What follows belongs to an exercise in optimizing a design on an open flow for small area, a short achievable clock period and few clock cycles per item; a production flow would make more cautious choices. Where RTL was checked, it was by simulation tests only, not by an equivalence proof against the original. No functional check of the RTL was part of run 1. Power figures rest on the tool's default switching activity, not on a simulated workload.

<file path="flow/design.v">
`timescale 1ns/1ps
package kyber_params_pkg;
	localparam int KYBER_Q = 3329;  
	localparam int COEFF_W = 12;  
	localparam int LANES = 4;  
	localparam int NOISE_W = 25;
	localparam int ETA_SEL_BIT = NOISE_W - 1;
	typedef logic [COEFF_W-1:0] coeff_t;
	typedef logic [LANES*COEFF_W-1:0] poly_word_t;
	typedef logic [NOISE_W-1:0] noise_word_t;
endpackage
`timescale 1ns/1ps
package noise_acc_ctrl_pkg;
	localparam int WORDS_PER_POLY = 64;  
	localparam int WORD_IDX_W = $clog2(WORDS_PER_POLY);
	localparam int RING_LEN = 4;
	localparam int RING_LEN_W = $clog2(RING_LEN);
	localparam int RINGS = WORDS_PER_POLY / RING_LEN;
	localparam int NOISE_SAMPLE_W = 3;
	localparam int NOISE_ENC_W = 4 * NOISE_SAMPLE_W;  
	typedef logic [WORD_IDX_W-1:0] word_idx_t;
	typedef logic [NOISE_ENC_W-1:0] noise_enc_t;
endpackage
`timescale 1ns/1ps
module noise_acc_fsm
(
	input  logic clk,
	input  logic rst,
	input  logic start_i,
	input  logic noise_empty_i,
	input  logic poly_empty_i,
	input  logic last_i,       
	input  logic slot_next_i,  
	output logic noise_req_o,
	output logic poly_req_o,
	output logic step_o
);
	logic noise_act_q;  
	logic poly_act_q;   
	logic noise_wait_q;  
	logic poly_wait_q;   
	logic noise_act_d;
	logic poly_act_d;
	assign noise_req_o = !(noise_empty_i || noise_wait_q);
	assign poly_req_o  = !(poly_empty_i || poly_wait_q);
	assign step_o      = noise_req_o || poly_req_o;
	assign noise_act_d = start_i || (noise_act_q && !(noise_req_o && last_i));
	assign poly_act_d  = (noise_req_o && last_i) || (poly_act_q && !(poly_req_o && last_i));
	always_ff @(posedge clk) begin
		if (rst) begin
			noise_act_q <= 1'b0;
			poly_act_q  <= 1'b0;
			noise_wait_q <= 1'b1;
			poly_wait_q  <= 1'b1;
		end else begin
			noise_act_q <= noise_act_d;
			poly_act_q  <= poly_act_d;
			noise_wait_q <= !(noise_act_d && slot_next_i);
			poly_wait_q  <= !(poly_act_d && slot_next_i);
		end
	end
endmodule
`timescale 1ns/1ps
module word_counter
(
	input  logic                          clk,
	input  logic                          clr_i,   
	input  logic                          step_i,  
	output logic                          last_o,
	output logic                          slot_next_o  
);
	noise_acc_ctrl_pkg::word_idx_t idx_q;  
	logic [noise_acc_ctrl_pkg::RING_LEN_W-1:0] mis_q;
	logic [noise_acc_ctrl_pkg::RING_LEN_W-1:0] mis_next;
	assign last_o   = &idx_q;
	assign mis_next = clr_i ? '0 : mis_q + noise_acc_ctrl_pkg::RING_LEN_W'(!step_i);
	assign slot_next_o = mis_next == '0;
	always_ff @(posedge clk) begin
		idx_q <= clr_i ? '0 : idx_q + noise_acc_ctrl_pkg::WORD_IDX_W'(step_i);
		mis_q <= mis_next;
	end
endmodule
`timescale 1ns/1ps
module cbd_sampler
(
	input  kyber_params_pkg::noise_word_t word_i,
	output noise_acc_ctrl_pkg::noise_enc_t samples_o
);
	for (genvar n = 0; n < kyber_params_pkg::LANES; n++) begin : g_lane
		logic [1:0] pos_sum;
		logic [1:0] neg_sum;
		assign pos_sum = word_i[kyber_params_pkg::ETA_SEL_BIT]
			? 2'(word_i[6*n]) + 2'(word_i[6*n+1]) + 2'(word_i[6*n+2])
			: 2'(word_i[4*n]) + 2'(word_i[4*n+1]);
		assign neg_sum = word_i[kyber_params_pkg::ETA_SEL_BIT]
			? 2'(word_i[6*n+3]) + 2'(word_i[6*n+4]) + 2'(word_i[6*n+5])
			: 2'(word_i[4*n+2]) + 2'(word_i[4*n+3]);
		assign samples_o[n*noise_acc_ctrl_pkg::NOISE_SAMPLE_W +: noise_acc_ctrl_pkg::NOISE_SAMPLE_W] = {1'b0, pos_sum} - {1'b0, neg_sum};
	end
endmodule
`timescale 1ns/1ps
module poly_ram
(
	input  logic                           clk,
	input  logic                           shift_i,
	input  noise_acc_ctrl_pkg::noise_enc_t wr_data_i,
	output noise_acc_ctrl_pkg::noise_enc_t rd_data_o
);
	localparam int RINGS = noise_acc_ctrl_pkg::RINGS;
	localparam int LEN   = noise_acc_ctrl_pkg::RING_LEN;
	noise_acc_ctrl_pkg::noise_enc_t ring [RINGS][LEN];
	for (genvar j = 0; j < RINGS; j++) begin : g_ring
		noise_acc_ctrl_pkg::noise_enc_t feed;
		if (j == 0) begin : g_head
			assign feed = wr_data_i;
		end else begin : g_link
			assign feed = ring[j-1][LEN-1];
		end
		always_ff @(posedge clk) begin
			ring[j][0] <= shift_i ? feed : ring[j][LEN-1];
			for (int i = 1; i < LEN; i++)
				ring[j][i] <= ring[j][i-1];
		end
	end
	assign rd_data_o = ring[RINGS-1][LEN-1];
endmodule
`timescale 1ns/1ps
module mod_q_adder
(
	input  kyber_params_pkg::poly_word_t   a_i,
	input  noise_acc_ctrl_pkg::noise_enc_t b_i,
	output kyber_params_pkg::poly_word_t   sum_o
);
	function automatic kyber_params_pkg::coeff_t add_mod_q(input kyber_params_pkg::coeff_t a, input logic [2:0] b);
		logic [2:0]  lo;
		logic        inc;
		logic        dec;
		logic [10:0] ones;   
		logic [10:0] zeros;  
		logic [11:0] raw;
		logic        wrap_lo;
		logic        wrap_hi;
		lo  = {1'b0, a[1:0]} + {1'b0, b[1:0]};
		inc = !b[2] && lo[2];
		dec = b[2] && !lo[2];
		ones[0]  = 1'b1;
		zeros[0] = 1'b1;
		for (int i = 1; i < 11; i++) begin
			ones[i]  = ones[i-1] && a[i+1];
			zeros[i] = zeros[i-1] && !a[i+1];
		end
		raw[1:0] = lo[1:0];
		for (int i = 2; i < 12; i++)
			raw[i] = a[i] ^ ((inc && ones[i-2]) || (dec && zeros[i-2]));
		wrap_lo = dec && zeros[10];                                      
		wrap_hi = !b[2] && raw[11:2] == 10'h340 && raw[1:0] != 2'b00;  
		if (wrap_lo) begin
			case (raw[1:0])
				2'b01:   add_mod_q = 12'd3326;
				2'b10:   add_mod_q = 12'd3327;
				default: add_mod_q = 12'd3328;
			endcase
		end else if (wrap_hi) begin
			add_mod_q = {10'd0, raw[1:0] - 2'd1};
		end else begin
			add_mod_q = raw;
		end
	endfunction
	for (genvar n = 0; n < kyber_params_pkg::LANES; n++) begin : g_lane
		assign sum_o[n*kyber_params_pkg::COEFF_W +: kyber_params_pkg::COEFF_W] = add_mod_q(
			a_i[n*kyber_params_pkg::COEFF_W +: kyber_params_pkg::COEFF_W],
			b_i[n*noise_acc_ctrl_pkg::NOISE_SAMPLE_W +: noise_acc_ctrl_pkg::NOISE_SAMPLE_W]);
	end
endmodule
`timescale 1ns/1ps
module kyber_noise_acc
(
	input  logic        clk,
	input  logic        rst,
	input  logic        start_i,
	input  logic        noise_empty_i,
	output logic        noise_req_o,
	input  kyber_params_pkg::noise_word_t noise_i,
	input  logic        poly_empty_i,
	output logic        poly_req_o,
	input  kyber_params_pkg::poly_word_t  poly_i,
	output kyber_params_pkg::poly_word_t  sum_o,
	output logic        sum_valid_o,
	output logic        done_o
);
	logic       step;
	logic       last;
	logic       slot_next;
	logic       noise_req_q;  
	logic       poly_req_q;   
	logic       last_q;       
	noise_acc_ctrl_pkg::noise_enc_t samples;
	noise_acc_ctrl_pkg::noise_enc_t stored;
	kyber_params_pkg::poly_word_t   sum_next;
	noise_acc_fsm u_fsm (
		.clk           (clk),
		.rst           (rst),
		.start_i       (start_i),
		.noise_empty_i (noise_empty_i),
		.poly_empty_i  (poly_empty_i),
		.last_i        (last),
		.slot_next_i   (slot_next),
		.noise_req_o   (noise_req_o),
		.poly_req_o    (poly_req_o),
		.step_o        (step)
	);
	word_counter u_counter (
		.clk         (clk),
		.clr_i       (start_i),
		.step_i      (step),
		.last_o      (last),
		.slot_next_o (slot_next)
	);
	always_ff @(posedge clk) begin
		if (rst) begin
			noise_req_q <= 1'b0;
			poly_req_q  <= 1'b0;
		end else begin
			noise_req_q <= noise_req_o;
			poly_req_q  <= poly_req_o;
		end
		last_q <= poly_req_o && last;
	end
	cbd_sampler u_sampler (
		.word_i    (noise_i),
		.samples_o (samples)
	);
	poly_ram u_ram (
		.clk       (clk),
		.shift_i   (noise_req_q || poly_req_q),
		.wr_data_i (samples),
		.rd_data_o (stored)
	);
	mod_q_adder u_adder (
		.a_i   (poly_i),
		.b_i   (stored),
		.sum_o (sum_next)
	);
	always_ff @(posedge clk) begin
		sum_o <= sum_next;
		if (rst) begin
			sum_valid_o <= 1'b0;
			done_o      <= 1'b0;
		end else begin
			sum_valid_o <= poly_req_q;
			done_o      <= !start_i && (done_o || (poly_req_q && last_q));
		end
	end
endmodule
</file>
<file path="flow/run.sh">
#!/bin/bash
# synth_recipe.tcl (not shown) runs the flow's synth.tcl, then flattens the netlist and writes it again
# the make line also repeats each setting of config.mk as NAME=value (left out here)
make -C /OpenROAD-flow-scripts/flow DESIGN_CONFIG=/design/flow/config.mk WORK_HOME=/design/flow/orfs CLKGATE_MAP_FILE= SYNTH_SCRIPT=/design/flow/synth_recipe.tcl finish
</file>
<file path="flow/config.mk">
export PLATFORM = sky130hd
export DESIGN_NAME = kyber_noise_acc
export DESIGN_NICKNAME = kyber_noise_acc
export VERILOG_FILES = /design/flow/design.v
export SDC_FILE = /design/flow/constraint.sdc
export NUM_CORES = 4
export LEC_CHECK = 0
export ABC_AREA = 1
export CAP_MARGIN = 20
export CORE_MARGIN = 2
export CORE_UTILIZATION = 40
export CTS_BUF_LIST = sky130_fd_sc_hd__clkbuf_16
export CTS_CLUSTER_DIAMETER = 50
export CTS_CLUSTER_SIZE = 20
export SETUP_SLACK_MARGIN = 3.25
export SLEW_MARGIN = 20
</file>
<file path="flow/constraint.sdc">
create_clock -name core_clock -period 6.0 [get_ports {clk}]
set_input_delay 1.2000 -clock core_clock [delete_from_list [all_inputs] [get_ports {clk}]]
set_output_delay 1.2000 -clock core_clock [all_outputs]
set_load 0.01 [all_outputs]
</file>
==> results of run 1 <==
==> metal layers <==
layer	part of all wire	up-vias	global-route usage
met4	0.025	0	0.0415
met5	0	-	0
met2	0.45	162	0.191
met3	0.044	65	0.0287
li1	-	6409	-
met1	0.48	5636	0.154
==> flip-flops by register name, summed over array words and instances, names as in the netlist <==
register	count
u_fsm.poly_wait_q	1
u_ram.ring	768
u_fsm.noise_act_q	1
last_q	1
u_counter.mis_q	2
u_counter.idx_q	6
u_fsm.noise_wait_q	1
sum_o	48
u_fsm.poly_act_q	1
poly_req_q	1
done_o	1
sum_valid_o	1
noise_req_q	1
==> per-stage QoR <==
stage | std cells | utilization | setup WS, ns
2_1_floorplan | 1927 | - | 2.77
3_3_place_gp | 2762 | 0.445 | 2.02
3_5_place_dp | 2762 | 0.445 | 2.04
4_1_cts | 2878 | 0.484 | 3.09
5_1_grt | 2883 | 0.490 | 3.04
6_report | 2883 | 0.490 | 3.11
==> what timing repair did <==
item / 4_1_cts / 5_1_grt
gates cloned: 0 / 0
pin swaps: 38 / 62
resized for setup: 60 / 88
setup buffers: 27 / 5
hold buffers: 0 / 0
endpoints found under the setup margin: 55 / 43
==> worst paths after layout <==
path	start	endpoint	slack, ns	cells past startpoint
worst min-delay path	u_ram.ring[5][10]	u_ram.ring[6][10]	0.31	0
worst max-delay path	poly_i[24]	sum_o[25]	3.11	17
worst max register to register	u_ram.ring[63][6]	sum_o[25]	3.43	16
worst min register to register	u_ram.ring[5][10]	u_ram.ring[6][10]	0.31	0
==> where the power goes <==
part / switching (mW) / internal [mW]
registers: 0.381 / 6.99
clock network: 1.89 / 2.02
logic: 0.501 / 0.459
total: 2.78 / 9.48
==> synthesized netlist by cell type <==
master    instances
nand2_2           6
mux2i_1           8
fa_1             16
nor2_4            7
nand3_2           3
nor3b_1           1
inv_1           181
nand2_1         290
a21oi_1         100
nor3_1           11
buf_6             1
and3_1            3
nor2_2           12
nand3b_1         10
xor2_1            6
o21ai_0         120
dfxtp_1         833
nor2_1          131
nand4_1          18
clkbuf_1         38
ha_1             35
buf_2             1
mux2_2           16
xnor2_1           2
or2_2             2
buf_1             4
a21boi_0          1
nand4_4           2
nand3_1          67
nor4_1            2
==> cells by family (layout without fill, tap and decap cells) <==
kind of cell / after synthesis / count (layout)
flip-flops: 833 / 833
AND/OR/NAND/NOR: 565 / 565
buffers and inverters: 225 / 433
AO/OA/AOI/OAI: 221 / 221
adder cells (fa/ha/maj): 51 / 51
multiplexers: 24 / 24
XOR/XNOR: 8 / 8
==> final cells by class <==
type                    instances  share of cell area
multi-input cells             869               0.192
repair buffers                163              0.0588
flip-flops and latches        833               0.619
inverters                     181              0.0254
clock buffers                  61              0.0566
well taps                     748              0.0347
clock inverters                28              0.0132
==> out/metrics.cfg, run 1 <==
[critical_path]
cp.arrival_ns=3.43
crit_chain=buf_8 -> ha_4 -> fa_1 -> inv_2 -> buf_4 -> buf_4 -> buf_4 -> buf_4 -> buf_4 -> buf_4 -> buf_4 -> buf_4 -> buf_4 -> buf_4 -> nand2_2 -> nand3_2 -> nand2_1
critPathRequiredTime_ns=6.54
crit_path_frequent_cell=buf_4
max_stage_delay_ns=0.53
cp_max_fo=2
end_kind=flop
critPathLaunchType=input pin
cpMaxStageDelayCell=fa_1
cp_num_buf_inv=12
path_delay_family=buffers and inverters
critPathKind=input pin to flop

[grt]
grt_pass1_wl_um=57000
grt_use_total=0.118
grt_pass1_vias=12300
antenna_found_initial=0
grt_max_degree=221
grt.overflow.total=0

[clock_tree]
tritoncts=yes
numCtsBuffers=58
clk_path_buf_depth=3
clkTransAtPathRegs_ns=0.08
cts_sinks=833
htree_levels=2
clkLatencyLatePin_ns=0.60
cts-root-buf=clkbuf_16

[synth]
yosysTopAreaCellShare=0.751
synth_xor_area_frac=0.00316
synth_compound_area_frac=0.0499
synthTopCellsByArea=dfxtp_1 (75%), nand2_1 (4.9%), inv_1 (3.1%)
synth_adder_area_share=0.0342
syn_area_per_cell_sq_um=11.5
synth_nets=2056
ys_types=30
synth_top_family_by_area=simple AND/OR/NAND/NOR gates
muxShareOfSynthArea=0.0117
synthCells=1927
synthesis.area_sq_mm=0.0222
ys_warn_count=6
ys_ff_latch=833
synth-simple-area-share=0.111
synth.largest_area_cell=dfxtp_1
ys_seq_area_frac=0.751

[detailed_routing]
vias=12300
drt_iter0_markers=559
drtPass1Iterations=4
wl_per_cell_um=11.5
drc=0
wl_um=33200
drt-vias-per-instance=4.26
detail-route-antenna-nets=0

[pwr]
power_mw=12.3
p_leak_nw=12.1
power_density_mw_per_mm2=455
vdd_drop_max_v=0.000300

[layout]
num_antenna_cells=0
nFillCells=4843
final_nets=2235
multi_input_area_sq_mm=0.00518
syn2layout_area_growth_pct=21.4
drive_above_1_share=0.131
final_common_cell=dfxtp_1
final_area_sq_mm=0.0269
mostFrequentLayoutCells=dfxtp_1 (833), nand2_1 (269), inv_1 (169)
ff_latch_area_sq_mm=0.0167

[sta]
finalCritPeriodShare=0.482
setup-tns-final_ns=0
finalSetupViolations=0
fin_skew_ns=0.0132
fin_hold_ws_ns=0.314
fin_crit_ns=2.89
slew_viol_final=0
slew_headroom=0.421
tightestPinTransition_ns=0.868
max_freq_mhz=346
rsz0062_at_grt=yes
hold_viol_final=0

[status]
status=no timing/DRC/antenna violations

[flow_run]
cap_violations=0

[floorplanning]
start_util=0.404
die_h_um=240
fp.dieW_um=240
fp.dieArea_sq_mm=0.0574
io-pin-count=130
placementRows=86
coreArea_sq_mm=0.0550

[placement]
gp_congestion=0.756
io_buffers=129
dp_hpwl_um=20700
place_area_sq_mm=0.0245

[worst_hold_path]
hp-class=flop to flop

==> run 2: changes to the inputs <==
--- a/flow/design.v
+++ b/flow/design.v
@@ -134,7 +134,8 @@
 	function automatic kyber_params_pkg::coeff_t add_mod_q(input kyber_params_pkg::coeff_t a, input logic [2:0] b);
-		logic [2:0]  lo;
+		logic [1:0]  lo;
+		logic        c2;
 		logic        inc;
 		logic        dec;
-		logic [10:0] ones;   
-		logic [10:0] zeros;  
+		logic [9:0]  ones;   
+		logic [9:0]  zeros;  
 		logic [11:0] raw;
@@ -142,27 +143,22 @@
 		logic        wrap_hi;
-		lo  = {1'b0, a[1:0]} + {1'b0, b[1:0]};
-		inc = !b[2] && lo[2];
-		dec = b[2] && !lo[2];
-		ones[0]  = 1'b1;
-		zeros[0] = 1'b1;
-		for (int i = 1; i < 11; i++) begin
-			ones[i]  = ones[i-1] && a[i+1];
-			zeros[i] = zeros[i-1] && !a[i+1];
-		end
-		raw[1:0] = lo[1:0];
+		lo[0] = a[0] ^ b[0];
+		lo[1] = a[1] ^ b[1] ^ (a[0] & b[0]);
+		c2    = (a[1] & b[1]) | ((a[1] ^ b[1]) & a[0] & b[0]);
+		inc   = !b[2] && c2;
+		dec   = b[2] && !c2;
+		for (int k = 0; k < 10; k++) begin
+			ones[k]  = &(a[11:2] | ~((10'd1 << k) - 10'd1));
+			zeros[k] = ~|(a[11:2] & ((10'd1 << k) - 10'd1));
+		end
+		raw[1:0] = lo;
 		for (int i = 2; i < 12; i++)
 			raw[i] = a[i] ^ ((inc && ones[i-2]) || (dec && zeros[i-2]));
-		wrap_lo = dec && zeros[10];                                      
-		wrap_hi = !b[2] && raw[11:2] == 10'h340 && raw[1:0] != 2'b00;  
-		if (wrap_lo) begin
-			case (raw[1:0])
-				2'b01:   add_mod_q = 12'd3326;
-				2'b10:   add_mod_q = 12'd3327;
-				default: add_mod_q = 12'd3328;
-			endcase
-		end else if (wrap_hi) begin
-			add_mod_q = {10'd0, raw[1:0] - 2'd1};
-		end else begin
+		wrap_lo = dec && a[11:2] == 10'h000;                                                  
+		wrap_hi = !b[2] && lo != 2'b00 && (a[11:2] == 10'h340 || (a[11:2] == 10'h33F && c2));  
+		if (wrap_lo)
+			add_mod_q = {3'b110, lo == 2'b11, {6{lo != 2'b11}}, lo + 2'd1};  
+		else if (wrap_hi)
+			add_mod_q = {10'd0, lo - 2'd1};
+		else
 			add_mod_q = raw;
-		end
 	endfunction
==> flow/flow/run.sh (new file) <==
#!/bin/bash
# Standard layout, with plain buffers (instead of the default delay-cell
# buffers) on the ports.
set -e
export BUFFER_PORTS_ARGS="-buffer_cell sky130_fd_sc_hd__buf_1"
bash standard.sh > standard.log 2>&1
==> flow/standard.sh (new file) <==
#!/bin/bash
# synth_recipe.tcl (not shown) runs the flow's synth.tcl, then flattens the netlist and writes it again
# the make line also repeats each setting of config.mk as NAME=value (left out here)
make -C /OpenROAD-flow-scripts/flow DESIGN_CONFIG=/design/flow/config.mk WORK_HOME=/design/flow/orfs CLKGATE_MAP_FILE= SYNTH_SCRIPT=/design/flow/synth_recipe.tcl "${@:-finish}"
--- a/flow/config.mk
+++ b/flow/config.mk
@@ -11,5 +11,5 @@
 export CORE_UTILIZATION = 40
-export CTS_BUF_LIST = sky130_fd_sc_hd__clkbuf_16
+export CTS_BUF_LIST = sky130_fd_sc_hd__clkbuf_8
 export CTS_CLUSTER_DIAMETER = 50
-export CTS_CLUSTER_SIZE = 20
+export CTS_CLUSTER_SIZE = 16
 export SETUP_SLACK_MARGIN = 3.25
removed: flow/run.sh
==> out/metrics.cfg, run 2 <==
[clock_tree]
cts-root-buf=clkbuf_8
tritoncts=yes
clkTransAtPathRegs_ns=0.08
clkLatencyLatePin_ns=0.63
numCtsBuffers=68
htree_levels=3
cts_sinks=833
clk_path_buf_depth=3

[pwr]
p_switching_mw=2.65
power_frac_clock=0.257
power_frac_comb=0.077
p_leak_nw=11.5
power_density_mw_per_mm2=455
p_int_mw=8.70
vdd_drop_max_v=0.000272
power_mw=11.4
swShare=0.234
sequentialPowerShare=0.666

[detailed_routing]
drt_iter0_markers=560
drtPass1Iterations=7
detail-route-antenna-nets=0
vias=12300
wl_um=32100
drt-vias-per-instance=4.21
drc=0
wl_per_cell_um=10.9

[worst_hold_path]
whs_endpoint=u_ram.ring[62][3]
hp-class=flop to flop
min-delay-start=u_ram.ring[61][3]
holdPathStages=0

[sta]
tightestPinTransition_ns=0.818
finalCritPeriodShare=0.461
rsz0062_at_grt=no
finalSetupViolations=0
setup-tns-final_ns=0
fin_skew_ns=0.0294
max_freq_mhz=362
fin_crit_ns=2.76
slew_viol_final=0
hold_viol_final=0
slew_headroom=0.455

[floorplanning]
placementRows=86
start_util=0.406
die_h_um=241
fp.dieArea_sq_mm=0.0579
fp.dieW_um=241
coreArea_sq_mm=0.0552
io-pin-count=130

[grt]
grt.overflow.total=0
grt_util_met3=0.0329
busiest_layer=met2
grt_max_degree=91
grt_pass1_wl_um=54900
grt_pass1_vias=11900
antenna_found_initial=0
grt_use_total=0.114
use_met1=0.155
use_met2=0.172

[synth]
synth_common_cells=dfxtp_1 (833), nand2_1 (320), inv_1 (193)
synth_flop_cell=dfxtp_1
synth.largest_area_cell=dfxtp_1
ys_seq_area_frac=0.745
ys_types=29
synthTopCellsByArea=dfxtp_1 (74%), nand2_1 (5.4%), inv_1 (3.2%)
yosysTopAreaCellShare=0.745
async_flop_share=0
synthCells=2002
synth_nets=2135
synth.most_common_cell=dfxtp_1
synth_edf_count=0
ys_warn_count=6
syn_area_per_cell_sq_um=11.2
synthesis.area_sq_mm=0.0224
ys_ff_latch=833

[critical_path]
end_kind=primary output
max_stage_delay_ns=0.16
reg2reg_from=u_ram.ring[63][10]
critPathLaunchType=input pin
crit_chain=buf_1 -> nor2_2 -> buf_2
ff2ff_setup_slack_ns=3.70
cp_max_fo=2
reg2regPathDepth=12
r2r-end=sum_o[38]
cp.arrival_ns=1.56
critPathKind=input pin to primary output
cpMaxStageDelayCell=buf_2
critPathRequiredTime_ns=4.80

[layout]
mostFrequentLayoutCells=dfxtp_1 (833), nand2_1 (318), inv_1 (194)
num_antenna_cells=0
largest_reg_flops=768
drive_above_1_share=0.0696
final_nets=2293
syn2layout_area_growth_pct=11.6
final_common_cell=dfxtp_1
regMostFlops=u_ram.ring
reg_top3=u_ram.ring (768), sum_o (48), u_counter.idx_q (6)
fin_cells=2932

[placement]
dp_hpwl_um=20800
gp_congestion=0.796
io_buffers=129
dp.cells=2834

[status]
status=no timing/DRC/antenna violations

[flow_run]
cap_violations=0

run 2: power groups by stage:
stage	sequential [mW]	combinational [mW]	clock, mW
final	7.56	0.878	2.92
after CTS	7.59	0.898	3.08
after detailed placement	7.71	0.891	0
after floorplan	7.58	0.604	0
after global routing	7.74	1.04	3.28
after global placement	7.65	0.871	0
run 2: cell type report:
| cell class | count | area, sq um |
|---|---|---|
| fill | 5187 | 30200 |
| sequential | 833 | 16700 |
| multi-input combinational | 922 | 4830 |
| clock buffer | 74 | 1020 |
| tap | 748 | 936 |
| inverter | 196 | 736 |
| timing repair buffer | 139 | 591 |
| clock inverter | 20 | 201 |
run 2: how the worst max path moves through the flow:
| stage | from | end | slack (ns) | cells after the start |
|---|---|---|---|---|
| final | poly_empty_i | poly_req_o | 3.24 | 3 |
| after global routing | poly_empty_i | poly_req_o | 3.23 | 3 |
| after CTS | noise_empty_i | noise_req_o | 3.24 | 3 |
| after detailed placement | poly_i[13] | sum_o[17] | 2.58 | 14 |
| after global placement | poly_i[13] | sum_o[19] | 2.66 | 14 |
| after floorplan | poly_i[13] | sum_o[18] | 3.25 | 13 |
run 2: routing by layer:
layer | wire [um] | share of wire | vias to the layer above
met5 | 0 | 0 | -
met4 | 799 | 0.025 | 0
met3 | 1610 | 0.050 | 64
met2 | 13400 | 0.42 | 181
met1 | 16300 | 0.51 | 5561
li1 | - | - | 6537
run 2: metrics by stage:
stage,util,worst slack [ns],hold slack (ns),instance area (sq um)
floorplan,-,3.25,0.310,22400
global placement,0.429,2.66,0.310,23700
detailed placement,0.429,2.58,0.312,23700
CTS,0.451,3.24,0.311,24900
global route,0.453,3.23,0.311,25000
finish,0.453,3.24,0.311,25000
run 2: timing repair:
action / CTS / global route
resized for setup: 4 / 12
setup buffers: 1 / 2
pin swaps: 1 / 2
hold endpoints to repair: 0 / 0
setup endpoints to repair: 2 / 34
hold buffers: 0 / 0
run 2: logic make-up after synthesis:
group	synth area share
and+or+nand+nor	0.114
AOI/OAI and AO/OA	0.0493
xor gates and xnor gates	0.00900
buffers and inverters	0.0432
DFF	0.745
muxes	0.00475
adders and majority gates	0.0348
run 2: critical path: cells and delay by family:
kind	cells	cell delay, ns
buf+inv	2	0.24
simple gates	1	0.13
Testbench counts of run 2, summed over its fixed seeds: cycles 16,768, transforms 128.
==> run 3: changes to the inputs <==
==> flow/run.sh (new file) <==
#!/bin/bash
# synth_recipe.tcl (not shown) runs the flow's synth.tcl, then flattens the netlist and writes it again
# the make line also repeats each setting of config.mk as NAME=value (left out here)
make -C /OpenROAD-flow-scripts/flow DESIGN_CONFIG=/design/flow/config.mk WORK_HOME=/design/flow/orfs CLKGATE_MAP_FILE= SYNTH_SCRIPT=/design/flow/synth_recipe.tcl finish
removed: flow/flow/run.sh
removed: flow/standard.sh
==> out/metrics.cfg, run 3 <==
[detailed_routing]
drt-vias-per-instance=4.21
wl_per_cell_um=11.4
vias=12400
drt_iter0_markers=604
drc=0
drtPass1Iterations=5
detail-route-antenna-nets=0
wl_um=33500

[sta]
fin_skew_ns=0.0159
finalCritPeriodShare=0.457
rsz0062_at_grt=no
slew_viol_final=0
setup-tns-final_ns=0
slew_headroom=0.317
setup_slack_ns=3.26
finalSetupViolations=0
hold_viol_final=0
max_freq_mhz=364
fin_crit_ns=2.74
tightestPinTransition_ns=1.02

[grt]
grt_use_total=0.119
grt_pass1_wl_um=57200
grt_pass1_vias=12200
antenna_found_initial=0
grt_max_degree=156
grt.overflow.total=0

[synth]
synth.most_common_cell=dfxtp_1
synth_common_cells=dfxtp_1 (833), nand2_1 (320), inv_1 (193)
ys_ff_latch=833
synth_edf_count=0
ys_seq_area_frac=0.745
syn_area_per_cell_sq_um=11.2
yosysTopAreaCellShare=0.745
ys_warn_count=6
synth_flop_cell=dfxtp_1
synth.largest_area_cell=dfxtp_1
synthesis.area_sq_mm=0.0224
async_flop_share=0
ys_types=29
synthCells=2002
synthTopCellsByArea=dfxtp_1 (74%), nand2_1 (5.4%), inv_1 (3.2%)
synth_nets=2135

[layout]
reg_top3=u_ram.ring (768), sum_o (48), u_counter.idx_q (6)
drive_above_1_share=0.0867
fin_util=0.474
mostFrequentLayoutCells=dfxtp_1 (833), nand2_1 (312), inv_1 (196)
regMostFlops=u_ram.ring
num_antenna_cells=0
fin_cells=2950
syn2layout_area_growth_pct=16.9
final_common_cell=dfxtp_1
largest_reg_flops=768
final_nets=2303
nFillCells=5115

[floorplanning]
start_util=0.406
io-pin-count=130
placementRows=86
fp.dieArea_sq_mm=0.0579
die_h_um=241
fp.dieW_um=241
coreArea_sq_mm=0.0552

[clock_tree]
numCtsBuffers=70
clkLatencyLatePin_ns=0.62
htree_levels=3
cts_sinks=833
tritoncts=yes
cts-root-buf=clkbuf_8
clkTransAtPathRegs_ns=0.08
clk_path_buf_depth=3

[pwr]
p_leak_nw=12.2
power_density_mw_per_mm2=448
vdd_drop_max_v=0.000236

[placement]
dp.cells=2833
place_ws_ns=2.27
dp_hpwl_um=21600
io_buffers=129
gp_congestion=0.784

[worst_hold_path]
holdPathStages=0
hp-class=flop to flop
whs_endpoint=u_ram.ring[57][0]
min-delay-start=u_ram.ring[56][0]

[critical_path]
r2r-end=u_ram.ring[8][10]
reg2reg_from=poly_req_q
reg2regPathDepth=4
critPathKind=input pin to primary output
cp.arrival_ns=1.54
end_kind=primary output
ff2ff_setup_slack_ns=3.66
cp_max_fo=2
critPathRequiredTime_ns=4.80
critPathLaunchType=input pin

[status]
status=no timing/DRC/antenna violations

[flow_run]
cap_violations=0

## run 3: cell counts after synthesis
No cell type changed its count.
## run 3: critical path, cell delays in order
cell	delay, ns
buf_6	0.10
nor2_4	0.11
buf_2	0.13
## run 3: cell families (layout without fill, tap and decap cells)
group / Yosys count / after routing / synth area share
mux: 10 / 10 / 0.00475
simple gates: 615 / 618 / 0.114
fa+ha+maj: 55 / 55 / 0.0348
xor+xnor: 23 / 23 / 0.00900
compound gates: 219 / 219 / 0.0493
flops: 833 / 833 / 0.745
buf+inv: 247 / 444 / 0.0432
## run 3: worst max path at each step
stage / slack, ns / startpoint / to
6_report: 3.26 / poly_empty_i / poly_req_o
5_1_grt: 3.25 / poly_i[1] / sum_o[0]
4_1_cts: 3.09 / noise_empty_i / noise_req_o
3_5_place_dp: 2.27 / poly_i[37] / sum_o[40]
3_3_place_gp: 2.31 / poly_i[37] / sum_o[40]
2_1_floorplan: 3.25 / poly_i[13] / sum_o[18]
## run 3: cell type report
type | count | area (sq um) | area share
Sequential cell | 833 | 16700 | 0.637
Multi-Input combinational cell | 925 | 4990 | 0.191
Inverter | 196 | 736 | 0.0281
Tap cell | 748 | 936 | 0.0358
Clock inverter | 25 | 303 | 0.0116
Clock buffer | 79 | 1090 | 0.0416
Timing Repair Buffer | 144 | 1430 | 0.0548
## run 3: layer usage
metal / vias to the layer above / routed length (um) / GRT usage
met4: 0 / 924 / 0.0474
met1: 5605 / 16500 / 0.158
met2: 195 / 14500 / 0.185
li1: 6556 / - / -
met5: - / 0 / 0
met3: 76 / 1590 / 0.0318
## run 3: report_power, final
part	internal [mW]	total, mW	switching [mW]
sequential	7.15	7.57	0.420
combinational	0.441	0.985	0.544
clock	1.44	3.16	1.71
## run 3: metrics by stage
step,area (sq um),hold slack [ns],total power [mW]
floorplan,22400,0.310,8.19
global placement,24500,0.311,8.63
detailed placement,24500,0.312,8.71
CTS,25900,0.316,11.9
global route,26200,0.326,12.4
finish,26200,0.321,11.7
## run 3: what timing repair did
item,in CTS,in global routing
gates resized for setup,52,68
setup buffers,7,3
endpoints found under the setup margin,72,64
cloned,0,3
hold buffers,0,0
pin swaps,2,6
==> run 4: changes to the inputs <==
--- a/flow/design.v
+++ b/flow/design.v
@@ -32,9 +32,13 @@
 	input  logic last_i,       
+	input  logic slot_i,       
 	input  logic slot_next_i,  
+	output logic idle_o,       
 	output logic noise_req_o,
 	output logic poly_req_o,
+	output logic noise_take_o,  
+	output logic poly_take_o,   
 	output logic step_o
 );
-	logic noise_act_q;  
-	logic poly_act_q;   
+	logic noise_act_q;   
+	logic poly_act_q;    
 	logic noise_wait_q;  
@@ -43,17 +47,20 @@
 	logic poly_act_d;
+	assign idle_o = !noise_act_q && !poly_act_q;
 	assign noise_req_o = !(noise_empty_i || noise_wait_q);
 	assign poly_req_o  = !(poly_empty_i || poly_wait_q);
-	assign step_o      = noise_req_o || poly_req_o;
-	assign noise_act_d = start_i || (noise_act_q && !(noise_req_o && last_i));
-	assign poly_act_d  = (noise_req_o && last_i) || (poly_act_q && !(poly_req_o && last_i));
+	assign noise_take_o = !noise_empty_i && (idle_o || (noise_act_q && slot_i));
+	assign poly_take_o  = !poly_empty_i && poly_act_q && slot_i;
+	assign step_o       = noise_take_o || poly_take_o;
+	assign noise_act_d = start_i || (noise_act_q && !(noise_take_o && last_i));
+	assign poly_act_d  = (noise_take_o && last_i) || (poly_act_q && !(poly_take_o && last_i));
 	always_ff @(posedge clk) begin
 		if (rst) begin
-			noise_act_q <= 1'b0;
-			poly_act_q  <= 1'b0;
-			noise_wait_q <= 1'b1;
+			noise_act_q  <= 1'b0;
+			poly_act_q   <= 1'b0;
+			noise_wait_q <= 1'b0;
 			poly_wait_q  <= 1'b1;
 		end else begin
-			noise_act_q <= noise_act_d;
-			poly_act_q  <= poly_act_d;
-			noise_wait_q <= !(noise_act_d && slot_next_i);
+			noise_act_q  <= noise_act_d;
+			poly_act_q   <= poly_act_d;
+			noise_wait_q <= !((noise_act_d && slot_next_i) || (!noise_act_d && !poly_act_d));
 			poly_wait_q  <= !(poly_act_d && slot_next_i);
@@ -69,2 +76,3 @@
 	output logic                          last_o,
+	output logic                          slot_o,      
 	output logic                          slot_next_o  
@@ -74,7 +82,10 @@
 	logic [noise_acc_ctrl_pkg::RING_LEN_W-1:0] mis_next;
-	assign last_o   = &idx_q;
+	noise_acc_ctrl_pkg::word_idx_t idx;    
+	assign idx      = clr_i ? '0 : idx_q;
+	assign last_o   = &idx;
 	assign mis_next = clr_i ? '0 : mis_q + noise_acc_ctrl_pkg::RING_LEN_W'(!step_i);
+	assign slot_o      = mis_q == '0;
 	assign slot_next_o = mis_next == '0;
 	always_ff @(posedge clk) begin
-		idx_q <= clr_i ? '0 : idx_q + noise_acc_ctrl_pkg::WORD_IDX_W'(step_i);
+		idx_q <= idx + noise_acc_ctrl_pkg::WORD_IDX_W'(step_i);
 		mis_q <= mis_next;
@@ -188,3 +199,7 @@
 	logic       last;
+	logic       slot;
+	logic       idle;
 	logic       slot_next;
+	logic       noise_take;
+	logic       poly_take;
 	logic       noise_req_q;  
@@ -202,5 +217,9 @@
 		.last_i        (last),
+		.slot_i        (slot),
 		.slot_next_i   (slot_next),
+		.idle_o        (idle),
 		.noise_req_o   (noise_req_o),
 		.poly_req_o    (poly_req_o),
+		.noise_take_o  (noise_take),
+		.poly_take_o   (poly_take),
 		.step_o        (step)
@@ -209,5 +228,6 @@
 		.clk         (clk),
-		.clr_i       (start_i),
+		.clr_i       (idle),
 		.step_i      (step),
 		.last_o      (last),
+		.slot_o      (slot),
 		.slot_next_o (slot_next)
@@ -219,6 +239,6 @@
 		end else begin
-			noise_req_q <= noise_req_o;
-			poly_req_q  <= poly_req_o;
-		end
-		last_q <= poly_req_o && last;
+			noise_req_q <= noise_take;
+			poly_req_q  <= poly_take;
+		end
+		last_q <= poly_take && last;
 	end
==> flow/flow/run.sh (new file) <==
#!/bin/bash
# Standard layout, with plain buffers (instead of the default delay-cell
# buffers) on the ports.
set -e
export BUFFER_PORTS_ARGS="-buffer_cell sky130_fd_sc_hd__buf_1"
bash standard.sh > standard.log 2>&1
==> flow/standard.sh (new file) <==
#!/bin/bash
# synth_recipe.tcl (not shown) runs the flow's synth.tcl, then flattens the netlist and writes it again
# the make line also repeats each setting of config.mk as NAME=value (left out here)
make -C /OpenROAD-flow-scripts/flow DESIGN_CONFIG=/design/flow/config.mk WORK_HOME=/design/flow/orfs CLKGATE_MAP_FILE= SYNTH_SCRIPT=/design/flow/synth_recipe.tcl "${@:-finish}"
--- a/flow/config.mk
+++ b/flow/config.mk
@@ -14,3 +14,3 @@
 export CTS_CLUSTER_SIZE = 16
-export SETUP_SLACK_MARGIN = 3.25
+export SETUP_SLACK_MARGIN = 3.3
 export SLEW_MARGIN = 20
removed: flow/run.sh
==> out/metrics.cfg, run 4 <==
[status]
status=no timing/DRC/antenna violations

[synth]
synth_adder_area_share=0.0348
muxShareOfSynthArea=0.00520
yosysTopAreaCellShare=0.745
ys_warn_count=6
synth-simple-area-share=0.106
ys_types=37
synth_nets=2101
synth_top_family_by_area=simple AND/OR/NAND/NOR gates
synth_common_cells=dfxtp_1 (833), nand2_1 (305), inv_1 (194)
ys_ff_latch=833
synth.largest_area_cell=dfxtp_1
synthesis.area_sq_mm=0.0224
synth.most_common_cell=dfxtp_1
synth_edf_count=0
synth_xor_area_frac=0.0106
ys_seq_area_frac=0.745
synthTopCellsByArea=dfxtp_1 (75%), nand2_1 (5.1%), inv_1 (3.3%)
synth_compound_area_frac=0.0554
syn_area_per_cell_sq_um=11.4
synthCells=1968
synth_flop_cell=dfxtp_1
async_flop_share=0

[critical_path]
cp_num_buf_inv=2
critPathRequiredTime_ns=4.80
ff2ff_setup_slack_ns=3.95
end_kind=primary output
reg2regPathDepth=5
max_stage_delay_ns=0.11
crit_chain=buf_8 -> nor2_4 -> buf_6
cp.arrival_ns=1.51
cpMaxStageDelayCell=buf_6
critPathKind=input pin to primary output
startpoint=noise_empty_i
critPathLaunchType=input pin
cp_max_fo=2
r2r-end=u_ram.ring[28][9]
path_delay_family=buffers and inverters
reg2reg_from=poly_req_q

[clock_tree]
numCtsBuffers=69
clk_path_buf_depth=3
htree_levels=3
tritoncts=yes
clkTransAtPathRegs_ns=0.09
cts_hold_buffers=0
clkLatencyLatePin_ns=0.62
cts-root-buf=clkbuf_8
cts_sinks=833

[layout]
nFillCells=5143
fin_util=0.453
ff_latch_area_sq_mm=0.0167
mostFrequentLayoutCells=dfxtp_1 (833), nand2_1 (303), inv_1 (193)
final_common_cell=dfxtp_1
multi_input_area_sq_mm=0.00484
final_nets=2262
regMostFlops=u_ram.ring
reg_top3=u_ram.ring (768), sum_o (48), u_counter.idx_q (6)
syn2layout_area_growth_pct=11.7
drive_above_1_share=0.0781
largest_reg_flops=768

[sta]
fin_skew_ns=0.0213
setup-tns-final_ns=0
fin_crit_ns=2.71
finalSetupViolations=0
slew_viol_final=0
slew_headroom=0.394
hold_viol_final=0
tightestPinTransition_ns=0.910
max_freq_mhz=369
rsz0062_at_grt=yes
finalCritPeriodShare=0.451

[floorplanning]
die_h_um=241
coreArea_sq_mm=0.0552
start_util=0.405
fp.dieW_um=241
io-pin-count=130
fp.dieArea_sq_mm=0.0578
placementRows=86

[placement]
dp_hpwl_um=20500
io_buffers=129
gp_congestion=0.795

[grt]
grt_pass1_wl_um=55400
grt.overflow.total=0
antenna_found_initial=1
grt_use_total=0.115
grt_max_degree=220
grt_pass1_vias=11900

[worst_hold_path]
min-delay-start=u_ram.ring[58][4]
holdPathStages=0
whs_endpoint=u_ram.ring[59][4]
hp-class=flop to flop

[detailed_routing]
drc=0
vias=12200
wl_um=31900
drtPass1Iterations=7
detail-route-antenna-nets=0
drt_iter0_markers=523
wl_per_cell_um=11.0
drt-vias-per-instance=4.20

[flow_run]
cap_violations=0

[pwr]
p_leak_nw=11.3
vdd_drop_max_v=0.000234
power_density_mw_per_mm2=449

[run 4: cell types whose count changed after synthesis, sizes merged, moves of 4 or more]
cell,change
xor2,+7
buf,-4
nand3,-34
nand4,-4
nor3,+4
inv,+5
nor2,-13
o21ai,+23
nand2,-14
[run 4: final cells by class]
type,count,area share
Clock inverter,19,0.00786
Sequential cell,833,0.667
Clock buffer,73,0.0402
Tap cell,748,0.0374
Timing Repair Buffer,135,0.0228
Antenna cell,1,0.000100
Multi-Input combinational cell,888,0.193
Inverter,202,0.0309
[run 4: repair_timing]
item	CTS	global route
endpoints found under the hold margin	0	0
pin swaps	2	1
resized for setup	4	8
setup buffers	0	1
setup endpoints to repair	2	2
[run 4: kinds of logic after synthesis]
family | after synthesis
compound gates | 241
buf+inv | 247
xor+xnor | 27
simple gates | 554
mux | 11
flops | 833
fa+ha+maj | 55
[run 4: power breakdown]
part	internal [mW]	leakage [nW]	switching [mW]
Sequential	7.00	7.01	0.386
Clock	1.20	0.627	1.71
Combinational	0.364	3.66	0.561
[run 4: worst max-delay path by stage]
| stage | endpoint | cells past startpoint | slack [ns] |
|---|---|---|---|
| after detailed placement | u_ram.ring[0][7] | 10 | 2.89 |
| after global placement | u_ram.ring[0][7] | 10 | 2.92 |
| after CTS | noise_req_o | 3 | 3.30 |
| final | noise_req_o | 3 | 3.29 |
| after global routing | noise_req_o | 3 | 3.28 |
| after floorplan | u_ram.ring[0][4] | 9 | 3.26 |
[run 4: per-stage QoR]
stage | area (sq um) | total power [mW] | instances | worst slack [ns] | hold slack (ns)
CTS | 25000 | 11.4 | 2897 | 3.30 | 0.318
global route | 25000 | 11.9 | 2899 | 3.28 | 0.319
global placement | 23700 | 8.41 | 2805 | 2.92 | 0.310
floorplan | 22500 | 8.07 | 1968 | 3.26 | 0.310
finish | 25000 | 11.2 | 2899 | 3.29 | 0.314
detailed placement | 23700 | 8.48 | 2805 | 2.89 | 0.312
[run 4: routing by layer]
metal,up-vias,share of wire,track usage
li1,6426,-,-
met1,5503,0.50,0.153
met2,184,0.43,0.177
met3,73,0.045,0.0310
met4,0,0.027,0.0450
met5,-,0,0
Testbench counts of run 4, summed over its fixed seeds: cycles 16,640, transforms 128.
==> run 5: changes to the inputs <==
--- a/flow/config.mk
+++ b/flow/config.mk
@@ -12,4 +12,4 @@
 export CTS_BUF_LIST = sky130_fd_sc_hd__clkbuf_8
-export CTS_CLUSTER_DIAMETER = 50
-export CTS_CLUSTER_SIZE = 16
+export CTS_CLUSTER_DIAMETER = 60
+export CTS_CLUSTER_SIZE = 20
 export SETUP_SLACK_MARGIN = 3.3
==> out/metrics.cfg, run 5 <==
[worst_hold_path]
whs_endpoint=u_ram.ring[61][7]
min-delay-start=u_ram.ring[60][7]
holdPathStages=0
hp-class=flop to flop

[detailed_routing]
wl_per_cell_um=11.0
wl_um=31600
wirelength_met1_um=15800
drt-vias-per-instance=4.20
vias=12100
drt_iter0_markers=553
detail-route-antenna-nets=0
routed-wl-met3_um=1470
met2_length_um=13500
drc=0
maxUsedRoutingLayer=met4
drtPass1Iterations=4

[pwr]
power_density_mw_per_mm2=440
power_frac_clock=0.237
power_frac_comb=0.085
p_leak_nw=11.2
vdd_drop_max_v=0.000242
p_int_mw=8.30
p_switching_mw=2.60
sequentialPowerShare=0.678
swShare=0.239

[layout]
final_common_cell=dfxtp_1
syn2layout_area_growth_pct=10.5
final_nets=2246
mostFrequentLayoutCells=dfxtp_1 (833), nand2_1 (303), inv_1 (192)
fin_cells=2877
reg_top3=u_ram.ring (768), sum_o (48), u_counter.idx_q (6)
regMostFlops=u_ram.ring
largest_reg_flops=768
fin_util=0.448
drive_above_1_share=0.0691

[placement]
dp_hpwl_um=20500
dp.cells=2805
io_buffers=129
gp_congestion=0.795

[grt]
grt_pass1_vias=11800
grt_pass1_wl_um=54800
grt_max_degree=220
antenna_found_initial=1
grt.overflow.total=0
grt_use_total=0.113

[synth]
synth_compound_area_frac=0.0554
synth_common_cells=dfxtp_1 (833), nand2_1 (305), inv_1 (194)
synth.largest_area_cell=dfxtp_1
synth.most_common_cell=dfxtp_1
synth_xor_area_frac=0.0106
ys_warn_count=6
ys_seq_area_frac=0.745
syn_area_per_cell_sq_um=11.4
synth_adder_area_share=0.0348
synth-simple-area-share=0.106
synth_top_family_by_area=simple AND/OR/NAND/NOR gates
synthesis.area_sq_mm=0.0224
synth_flop_cell=dfxtp_1
ys_types=37
synth_edf_count=0
ys_ff_latch=833
yosysTopAreaCellShare=0.745
muxShareOfSynthArea=0.00520
synth_nets=2101
synthCells=1968
async_flop_share=0
synthTopCellsByArea=dfxtp_1 (75%), nand2_1 (5.1%), inv_1 (3.3%)

[critical_path]
cpMaxStageDelayCell=buf_6
cp_max_fo=2
critPathLaunchType=input pin
ff2ff_setup_slack_ns=3.95
cp_num_buf_inv=2
critPathKind=input pin to primary output
critPathRequiredTime_ns=4.80
end_kind=primary output
r2r-end=u_ram.ring[28][6]
reg2reg_from=poly_req_q
max_stage_delay_ns=0.11
path_delay_family=buffers and inverters
crit_chain=buf_8 -> nor2_4 -> buf_6
cp.arrival_ns=1.51
reg2regPathDepth=5
cp.depth=3

[clock_tree]
numCtsBuffers=53
tritoncts=yes
clk_path_buf_depth=3
clkLatencyLatePin_ns=0.66
cts-root-buf=clkbuf_8
cts_sinks=833
clkTransAtPathRegs_ns=0.10
htree_levels=2

[floorplanning]
start_util=0.405
io-pin-count=130
placementRows=86
die_h_um=241
fp.dieArea_sq_mm=0.0578
fp.dieW_um=241
coreArea_sq_mm=0.0552

[sta]
slew_viol_final=0
fin_skew_ns=0.0281
fin_crit_ns=2.71
finalSetupViolations=0
hold_viol_final=0
rsz0062_at_grt=yes
tightestPinTransition_ns=0.899
slew_headroom=0.401
setup-tns-final_ns=0
max_freq_mhz=369
finalCritPeriodShare=0.451

[status]
status=no timing/DRC/antenna violations

[flow_run]
cap_violations=0

-- run 5: layout make-up --
cell class | count | area [sq um]
clock buffers | 55 | 757
well taps | 748 | 936
clock inverters | 15 | 186
diodes | 1 | 2.50
repair buffers | 135 | 569
multi-input cells | 888 | 4840
inverters | 202 | 773
fillers | 5179 | 30500
flip-flops and latches | 833 | 16700
-- run 5: kinds of logic after synthesis --
logic type	Yosys count
and+or+nand+nor	554
AOI/OAI and AO/OA	241
xor gates and xnor gates	27
buffers and inverters	247
muxes	11
DFF	833
adders and majority gates	55
-- run 5: worst max path at each step --
stage / startpoint / slack (ns) / endpoint
after floorplan: noise_i[8] / 3.26 / u_ram.ring[0][4]
after global placement: noise_i[14] / 2.92 / u_ram.ring[0][7]
after detailed placement: noise_i[14] / 2.89 / u_ram.ring[0][7]
after CTS: noise_empty_i / 3.30 / noise_req_o
after global routing: noise_empty_i / 3.28 / noise_req_o
final: noise_empty_i / 3.29 / noise_req_o
-- run 5: stage by stage --
| stage | cell area, sq um | hold slack [ns] | setup slack, ns | power (mW) |
|---|---|---|---|---|
| 3_3_place_gp | 23700 | 0.310 | 2.92 | 8.41 |
| 2_1_floorplan | 22500 | 0.310 | 3.26 | 8.07 |
| 4_1_cts | 24700 | 0.312 | 3.30 | 11.1 |
| 6_report | 24700 | 0.315 | 3.29 | 10.9 |
| 3_5_place_dp | 23700 | 0.312 | 2.89 | 8.48 |
| 5_1_grt | 24700 | 0.317 | 3.28 | 11.6 |
-- run 5: what timing repair did --
| action | CTS | global route |
|---|---|---|
| pin swaps | 2 | 1 |
| buffers inserted | 0 | 1 |
| hold buffers | 0 | 0 |
| gates resized for setup | 4 | 8 |
| setup endpoints to repair | 2 | 2 |
-- run 5: layer usage --
layer,track usage,vias up
li1,-,6378
met4,0.0391,0
met2,0.175,170
met3,0.0276,66
met5,0,-
met1,0.153,5477
-- run 5: power groups by stage --
stage,logic [mW],registers [mW],clock network [mW]
floorplan,0.647,7.42,0
global placement,0.927,7.48,0
detailed placement,0.942,7.53,0
CTS,0.949,7.42,2.73
global route,1.10,7.55,2.92
finish,0.925,7.39,2.58
==> run 6: changes to the inputs <==
--- a/flow/config.mk
+++ b/flow/config.mk
@@ -10,3 +10,3 @@
 export CORE_MARGIN = 2
-export CORE_UTILIZATION = 40
+export CORE_UTILIZATION = 60
 export CTS_BUF_LIST = sky130_fd_sc_hd__clkbuf_8
==> out/metrics.cfg, run 6 <==
[layout]
final_common_cell=dfxtp_1
largest_reg_flops=768
syn2layout_area_growth_pct=8.53
fin_util=0.662
mostFrequentLayoutCells=dfxtp_1 (833), nand2_1 (303), inv_1 (191)
reg_top3=u_ram.ring (768), sum_o (48), u_counter.idx_q (6)
nFillCells=2903
regMostFlops=u_ram.ring
num_antenna_cells=0
drive_above_1_share=0.0674
final_nets=2242
fin_cells=2589

[grt]
grt_pass1_vias=11700
grt_use_total=0.161
antenna_found_initial=0
grt_max_degree=202
grt_pass1_wl_um=52200
grt.overflow.total=0

[sta]
finalSetupViolations=0
fin_skew_ns=0.0283
setup-tns-final_ns=0
slew_headroom=0.394
fin_crit_ns=2.70
max_freq_mhz=371
slew_viol_final=0
finalCritPeriodShare=0.450
hold_viol_final=0
setup_slack_ns=3.30
tightestPinTransition_ns=0.906
rsz0062_at_grt=yes

[flow_run]
cap_violations=0

[synth]
synth_nets=2101
syn_area_per_cell_sq_um=11.4
ys_ff_latch=833
synth_edf_count=0
ys_warn_count=6
ys_seq_area_frac=0.745
synth_flop_cell=dfxtp_1
synthesis.area_sq_mm=0.0224
synthCells=1968
ys_types=37
synthTopCellsByArea=dfxtp_1 (75%), nand2_1 (5.1%), inv_1 (3.3%)
synth_common_cells=dfxtp_1 (833), nand2_1 (305), inv_1 (194)
yosysTopAreaCellShare=0.745
async_flop_share=0
synth.most_common_cell=dfxtp_1
synth.largest_area_cell=dfxtp_1

[pwr]
power_density_mw_per_mm2=443
p_int_mw=8.20
swShare=0.237
p_leak_nw=11.1
power_frac_comb=0.086
power_mw=10.8
power_frac_clock=0.226
sequentialPowerShare=0.688
vdd_drop_max_v=0.000300
p_switching_mw=2.55

[critical_path]
critPathRequiredTime_ns=4.80
crit_chain=buf_8 -> nor2_2 -> buf_2
critPathLaunchType=input pin
cp_max_fo=2
cp.arrival_ns=1.50
cp_num_buf_inv=2
critPathKind=input pin to primary output
end_kind=primary output
path_delay_family=buffers and inverters
max_stage_delay_ns=0.12
cpMaxStageDelayCell=buf_2

[clock_tree]
tritoncts=yes
cts_hold_buffers=0
htree_levels=2
numCtsBuffers=51
cts_sinks=833
clkTransAtPathRegs_ns=0.11
cts-root-buf=clkbuf_8
clkLatencyLatePin_ns=0.66
clk_path_buf_depth=3

[detailed_routing]
wl_um=30200
drc=0
vias=12000
drt_iter0_markers=462
drtPass1Iterations=4
wl_per_cell_um=11.7
drt-vias-per-instance=4.63
detail-route-antenna-nets=0

[placement]
place_ws_ns=2.77
dp_hpwl_um=19800
dp.cells=2523
io_buffers=129
gp_congestion=0.823

[floorplanning]
die_h_um=197
fp.dieW_um=197
io-pin-count=130
fp.dieArea_sq_mm=0.0389
coreArea_sq_mm=0.0367
start_util=0.610
placementRows=70

[worst_hold_path]
hp-class=flop to flop

[status]
status=no timing/DRC/antenna violations

[run 6: power groups by stage]
stage / logic [mW] / registers (mW) / clock network, mW
3_3_place_gp: 0.925 / 7.48 / 0
5_1_grt: 1.10 / 7.55 / 2.72
6_report: 0.926 / 7.40 / 2.43
3_5_place_dp: 0.937 / 7.54 / 0
4_1_cts: 0.949 / 7.43 / 2.53
2_1_floorplan: 0.647 / 7.42 / 0
[run 6: per-stage QoR]
| step | hold slack [ns] | cell area [sq um] |
|---|---|---|
| after floorplan | 0.310 | 22500 |
| after global placement | 0.310 | 23400 |
| after detailed placement | 0.312 | 23400 |
| after CTS | 0.320 | 24300 |
| after global routing | 0.318 | 24300 |
| final | 0.317 | 24300 |
[run 6: worst paths after layout]
check                                    endpoint         startpoint  cells past startpoint  slack (ns)
worst max-delay path                   poly_req_o       poly_empty_i                      3        3.30
worst min-delay path            u_ram.ring[1][11]  u_ram.ring[0][11]                      0        0.32
worst max register to register  u_ram.ring[60][9]         poly_req_q                      3        3.68
worst min register to register  u_ram.ring[1][11]  u_ram.ring[0][11]                      0        0.32
[run 6: area by class of cell]
class                      count  area, sq um  share of cell area
inverter                     202          773              0.0318
timing repair buffer         133          562              0.0231
tap                          468          586              0.0241
clock buffer                  52          716              0.0295
clock inverter                13          140             0.00577
multi-input combinational    888         4830               0.199
sequential                   833        16700               0.687
[run 6: kinds of logic after synthesis]
group / Yosys count / share of synthesized area
adders and majority gates: 55 / 0.0348
AOI/OAI and AO/OA: 241 / 0.0554
xor gates and xnor gates: 27 / 0.0106
and+or+nand+nor: 554 / 0.106
buffers and inverters: 247 / 0.0428
muxes: 11 / 0.00520
DFF: 833 / 0.745
[run 6: repair_timing]
| item | in CTS | in global routing |
|---|---|---|
| endpoints found under the setup margin | 2 | 3 |
| pin swaps | 2 | 1 |
| resized for setup | 6 | 4 |
| setup buffers | 0 | 1 |
[run 6: per-layer routing]
| metal | GRT usage | up-vias | share of wire |
|---|---|---|---|
| li1 | - | 6374 | - |
| met1 | 0.218 | 5404 | 0.50 |
| met2 | 0.261 | 155 | 0.44 |
| met3 | 0.0297 | 53 | 0.036 |
| met4 | 0.0602 | 0 | 0.024 |
| met5 | 0 | - | 0 |
==> run 7: changes to the inputs <==
--- a/flow/config.mk
+++ b/flow/config.mk
@@ -14,3 +14,3 @@
 export CTS_CLUSTER_SIZE = 20
-export SETUP_SLACK_MARGIN = 3.3
+export SETUP_SLACK_MARGIN = 3.4
 export SLEW_MARGIN = 20
==> out/metrics.cfg, run 7 <==
[status]
status=no timing/DRC/antenna violations

[synth]
yosysTopAreaCellShare=0.745
syn_area_per_cell_sq_um=11.4
synthesis.area_sq_mm=0.0224
synth_common_cells=dfxtp_1 (833), nand2_1 (305), inv_1 (194)
async_flop_share=0
synth_nets=2101
ys_seq_area_frac=0.745
ys_ff_latch=833
synth_flop_cell=dfxtp_1
ys_types=37
synthTopCellsByArea=dfxtp_1 (75%), nand2_1 (5.1%), inv_1 (3.3%)
synth.most_common_cell=dfxtp_1
synth_edf_count=0
ys_warn_count=6
synthCells=1968
synth.largest_area_cell=dfxtp_1

[detailed_routing]
wl_per_cell_um=11.6
detail-route-antenna-nets=0
drt-vias-per-instance=4.62
routed-wl-met3_um=1180
drtPass1Iterations=4
drc=0
wl_um=30100
maxUsedRoutingLayer=met4
wirelength_met1_um=14900
drt_iter0_markers=424
vias=12000
met2_length_um=13400

[clock_tree]
clkLatencyLatePin_ns=0.65
clk_path_buf_depth=3
htree_levels=2
clkTransAtPathRegs_ns=0.11
cts-root-buf=clkbuf_8
cts_sinks=833
cts_hold_buffers=0
numCtsBuffers=50
tritoncts=yes

[layout]
num_antenna_cells=0
ff_latch_area_sq_mm=0.0167
syn2layout_area_growth_pct=8.78
drive_above_1_share=0.0683
fin_util=0.663
largest_reg_flops=768
final_common_cell=dfxtp_1
mostFrequentLayoutCells=dfxtp_1 (833), nand2_1 (303), inv_1 (193)
regMostFlops=u_ram.ring
reg_top3=u_ram.ring (768), sum_o (48), u_counter.idx_q (6)
nFillCells=2892
final_nets=2242
multi_input_area_sq_mm=0.00486

[grt]
grt.overflow.total=0
grt_pass1_wl_um=52100
grt_max_degree=195
grt_use_total=0.161
grt_pass1_vias=11600
antenna_found_initial=0

[placement]
dp_hpwl_um=19500
place_ws_ns=2.69
gp_congestion=0.808
io_buffers=129

[pwr]
power_density_mw_per_mm2=443
power_mw=10.8
vdd_drop_max_v=0.000358
p_leak_nw=11.1

[critical_path]
end_kind=primary output
max_stage_delay_ns=0.10
r2r-end=u_ram.ring[8][10]
critPathRequiredTime_ns=4.80
crit_path_frequent_cell=buf_6
critPathLaunchType=input pin
crit_chain=buf_6 -> nor2_4 -> buf_6
crit_end=poly_req_o
cp.arrival_ns=1.47
cp_max_fo=2
startpoint=poly_empty_i
reg2reg_from=poly_req_q
cpMaxStageDelayCell=buf_6
ff2ff_setup_slack_ns=3.82
critPathKind=input pin to primary output
reg2regPathDepth=5

[sta]
max_freq_mhz=375
finalCritPeriodShare=0.445
slew_headroom=0.453
fin_crit_ns=2.67
setup-tns-final_ns=0
slew_viol_final=0
finalSetupViolations=0
tightestPinTransition_ns=0.820
rsz0062_at_grt=yes
hold_viol_final=0
setup_slack_ns=3.33
fin_skew_ns=0.0176

[worst_hold_path]
hp-class=flop to flop
holdPathStages=0

[floorplanning]
fp.dieArea_sq_mm=0.0389
start_util=0.610
io-pin-count=130
coreArea_sq_mm=0.0367
placementRows=70
fp.dieW_um=197
die_h_um=197

[flow_run]
cap_violations=0

[run 7: final cells by class]
| cell class | instances | share of cell area |
|---|---|---|
| clock buffer | 51 | 0.0288 |
| clock inverter | 14 | 0.00730 |
| inverter | 202 | 0.0318 |
| multi-input combinational | 888 | 0.200 |
| sequential | 833 | 0.685 |
| tap | 468 | 0.0241 |
| timing repair buffer | 134 | 0.0234 |
[run 7: critical path: cells and delay by family]
family,cells,cell delay [ns]
buffers and inverters,2,0.20
AND/OR/NAND/NOR,1,0.07
[run 7: report_power, final]
group          switching, mW  internal [mW]  leakage (nW)
registers              0.390           7.00          7.01
clock network           1.57          0.897         0.463
logic                  0.561          0.369          3.66
total                   2.52           8.27          11.1
[run 7: cell families (layout without fill, tap and decap cells)]
logic type | after synthesis | after routing | share of synthesized area
flip-flops | 833 | 833 | 0.745
AND/OR/NAND/NOR | 554 | 554 | 0.106
buffers and inverters | 247 | 401 | 0.0428
AO/OA/AOI/OAI | 241 | 241 | 0.0554
adder cells (fa/ha/maj) | 55 | 55 | 0.0348
XOR/XNOR | 27 | 27 | 0.0106
multiplexers | 11 | 11 | 0.00520
[run 7: repair_timing]
| item | in CTS | in global routing |
|---|---|---|
| buffers inserted | 2 | 0 |
| endpoints found under the setup margin | 2 | 14 |
| pin swaps | 2 | 0 |
| gates resized for setup | 6 | 9 |
[run 7: worst min path at each step]
stage                      start  slack [ns]           endpoint
2_1_floorplan   u_ram.ring[9][0]        0.31  u_ram.ring[10][0]
3_3_place_gp   u_ram.ring[52][8]        0.31  u_ram.ring[53][8]
3_5_place_dp   u_ram.ring[10][8]        0.31  u_ram.ring[11][8]
4_1_cts        u_ram.ring[58][7]        0.33  u_ram.ring[59][7]
5_1_grt        u_ram.ring[58][7]        0.32  u_ram.ring[59][7]
6_report       u_ram.ring[58][7]        0.32  u_ram.ring[59][7]
[run 7: layer usage]
metal,GRT usage,up-vias
li1,-,6363
met1,0.212,5396
met2,0.267,149
met3,0.0365,47
met4,0.0459,0
met5,0,-
[run 7: through the flow]
step	std cells	hold slack [ns]	area, sq um
after floorplan	1968	0.310	22500
after global placement	2523	0.310	23400
after detailed placement	2523	0.312	23400
after CTS	2590	0.326	24300
after global routing	2590	0.318	24300
final	2590	0.325	24300
==> run 8: changes to the inputs <==
--- a/flow/config.mk
+++ b/flow/config.mk
@@ -10,3 +10,3 @@
 export CORE_MARGIN = 2
-export CORE_UTILIZATION = 60
+export CORE_UTILIZATION = 75
 export CTS_BUF_LIST = sky130_fd_sc_hd__clkbuf_8
==> out/metrics.cfg, run 8 <==
[detailed_routing]
vias=12400
drt-vias-per-instance=4.96
detail-route-antenna-nets=0
drc=0
wl_per_cell_um=12.5
wl_um=31400
drtPass1Iterations=6
drt_iter0_markers=683

[grt]
grt_use_total=0.204
use_met2=0.358
antenna_found_initial=0
busiest_layer=met2
grt_util_met3=0.0307
grt_pass1_vias=12200
grt_max_degree=233
grt_pass1_wl_um=53600
grt.overflow.total=0
use_met1=0.265

[synth]
synth_common_cells=dfxtp_1 (833), nand2_1 (305), inv_1 (194)
ys_warn_count=6
yosysTopAreaCellShare=0.745
synth.largest_area_cell=dfxtp_1
ys_ff_latch=833
synth.most_common_cell=dfxtp_1
ys_types=37
synthTopCellsByArea=dfxtp_1 (75%), nand2_1 (5.1%), inv_1 (3.3%)
synthCells=1968
synth_flop_cell=dfxtp_1
synthesis.area_sq_mm=0.0224
synth_edf_count=0
syn_area_per_cell_sq_um=11.4
async_flop_share=0
synth_nets=2101
ys_seq_area_frac=0.745

[floorplanning]
placementRows=63
die_h_um=177
start_util=0.759
coreArea_sq_mm=0.0295
fp.dieW_um=177
fp.dieArea_sq_mm=0.0312
io-pin-count=130

[sta]
finalCritPeriodShare=0.446
finalSetupViolations=0
hold_viol_final=0
slew_headroom=0.365
fin_skew_ns=0.0154
slew_viol_final=0
setup_slack_ns=3.32
max_freq_mhz=373
fin_crit_ns=2.68
setup-tns-final_ns=0
rsz0062_at_grt=yes
tightestPinTransition_ns=0.952

[layout]
reg_top3=u_ram.ring (768), sum_o (48), u_counter.idx_q (6)
syn2layout_area_growth_pct=7.92
mostFrequentLayoutCells=dfxtp_1 (833), nand2_1 (303), inv_1 (190)
fin_util=0.819
final_area_sq_mm=0.0241
regMostFlops=u_ram.ring
largest_reg_flops=768
nFillCells=1773
drive_above_1_share=0.0671
final_common_cell=dfxtp_1
final_nets=2241
num_antenna_cells=0

[clock_tree]
clk_path_buf_depth=3
cts_sinks=833
cts-root-buf=clkbuf_8
clkLatencyLatePin_ns=0.61
cts_hold_buffers=0
clkTransAtPathRegs_ns=0.11
tritoncts=yes
numCtsBuffers=49
htree_levels=2

[worst_hold_path]
hp-class=flop to flop

[critical_path]
max_stage_delay_ns=0.10
critPathKind=input pin to primary output
critPathRequiredTime_ns=4.80
cp.arrival_ns=1.48
cpMaxStageDelayCell=buf_8
cp_max_fo=2
critPathLaunchType=input pin
cp_num_buf_inv=2
crit_chain=buf_8 -> nor2_4 -> buf_6
path_delay_family=buffers and inverters
end_kind=primary output

[placement]
dp_hpwl_um=20400
io_buffers=129
place_area_sq_mm=0.0233
place_ws_ns=2.73
gp_congestion=0.865

[pwr]
power_mw=10.7
p_leak_nw=11.1
power_density_mw_per_mm2=442
vdd_drop_max_v=0.000363

[flow_run]
cap_violations=0

[status]
status=no timing/DRC/antenna violations

-- run 8: cell counts after synthesis --
Identical to the previous run, type by type.
-- run 8: per-stage QoR --
stage	cells	hold WS, ns
6_report	2505	0.323
5_1_grt	2505	0.321
4_1_cts	2504	0.323
3_5_place_dp	2444	0.312
3_3_place_gp	2444	0.310
2_1_floorplan	1968	0.310
-- run 8: logic make-up after synthesis --
| group | after synthesis | synth area share |
|---|---|---|
| compound gates | 241 | 0.0554 |
| fa+ha+maj | 55 | 0.0348 |
| flops | 833 | 0.745 |
| xor+xnor | 27 | 0.0106 |
| simple gates | 554 | 0.106 |
| mux | 11 | 0.00520 |
| buf+inv | 247 | 0.0428 |
-- run 8: cell type report --
| type | count | area [sq um] | area share |
|---|---|---|---|
| sequential | 833 | 16700 | 0.691 |
| multi-input combinational | 888 | 4860 | 0.201 |
| inverter | 202 | 773 | 0.0320 |
| clock buffer | 50 | 688 | 0.0285 |
| timing repair buffer | 134 | 583 | 0.0241 |
| tap | 390 | 488 | 0.0202 |
| clock inverter | 8 | 82.6 | 0.00342 |
-- run 8: power by group --
group,internal [mW],leakage [nW],switching [mW]
registers,7.01,7.01,0.418
clock network,0.783,0.393,1.52
logic,0.370,3.67,0.582
-- run 8: worst paths after layout --
kind / from / end / slack [ns] / cells past startpoint
min reg2reg: u_ram.ring[2][5] / u_ram.ring[3][5] / 0.32 / 0
max: poly_empty_i / poly_req_o / 3.32 / 3
max reg2reg: poly_req_q / u_ram.ring[60][6] / 3.63 / 3
min: u_ram.ring[2][5] / u_ram.ring[3][5] / 0.32 / 0
-- run 8: what timing repair did --
item                                    CTS  global route
gates resized for setup                   7             8
pin swaps                                 2             0
setup buffers                             2             1
endpoints found under the setup margin    3             3
-- run 8: layer usage --
metal  routed length, um  up-vias
met2               15200      203
li1                    -     6371
met4                 620        0
met3                1110       65
met5                   0        -
met1               14400     5791

-- re-timing with driven ports --
In the flow no input, the clock included, has a driving cell. The finished layouts below were timed again as built, in two steps. Step 1 sets driving cells, clkbuf_16 on the clock port and buf_2 on the other inputs (assumed; they add their load-dependent delay and slew). Step 2, shift: input delay + t, output delay - t, t = (earliest + latest rising clock arrival at the registers) / 2. This alone moves slack from input paths to output paths. Slacks: ideal / step 1 / step 2; pairs: ideal / step 1.
| run | t (ns) | setup WS [ns] | worst setup path after step 2 | latest minus earliest clock arrival (ns) | pins driven straight from the clock port |
|---|---|---|---|---|---|
| run 1 | 0.651 | 3.111 / 3.116 / 2.465 | input to register | 0.019 / 0.019 | 1 |
| run 2 | 0.669 | 3.236 / 3.215 / 2.765 | input to register | 0.031 / 0.031 | 1 |
| run 3 | 0.663 | 3.255 / 3.224 / 2.606 | input to register | 0.025 / 0.025 | 1 |
| run 4 | 0.661 | 3.292 / 3.251 / 2.910 | input to register | 0.025 / 0.025 | 1 |
| run 5 | 0.699 | 3.292 / 3.250 / 2.897 | input to register | 0.028 / 0.028 | 1 |
| run 6 | 0.699 | 3.301 / 3.260 / 2.879 | input to register | 0.037 / 0.036 | 1 |
| run 7 | 0.692 | 3.331 / 3.297 / 2.889 | input to register | 0.024 / 0.024 | 1 |
| run 8 | 0.644 | 3.321 / 3.274 / 2.891 | input to register | 0.028 / 0.028 | 1 |
After both steps every run listed still meets setup and hold. For run 3, which loses most, drivers alone change the setup slack by -0.031 ns; drivers and shift together by -0.649 ns.
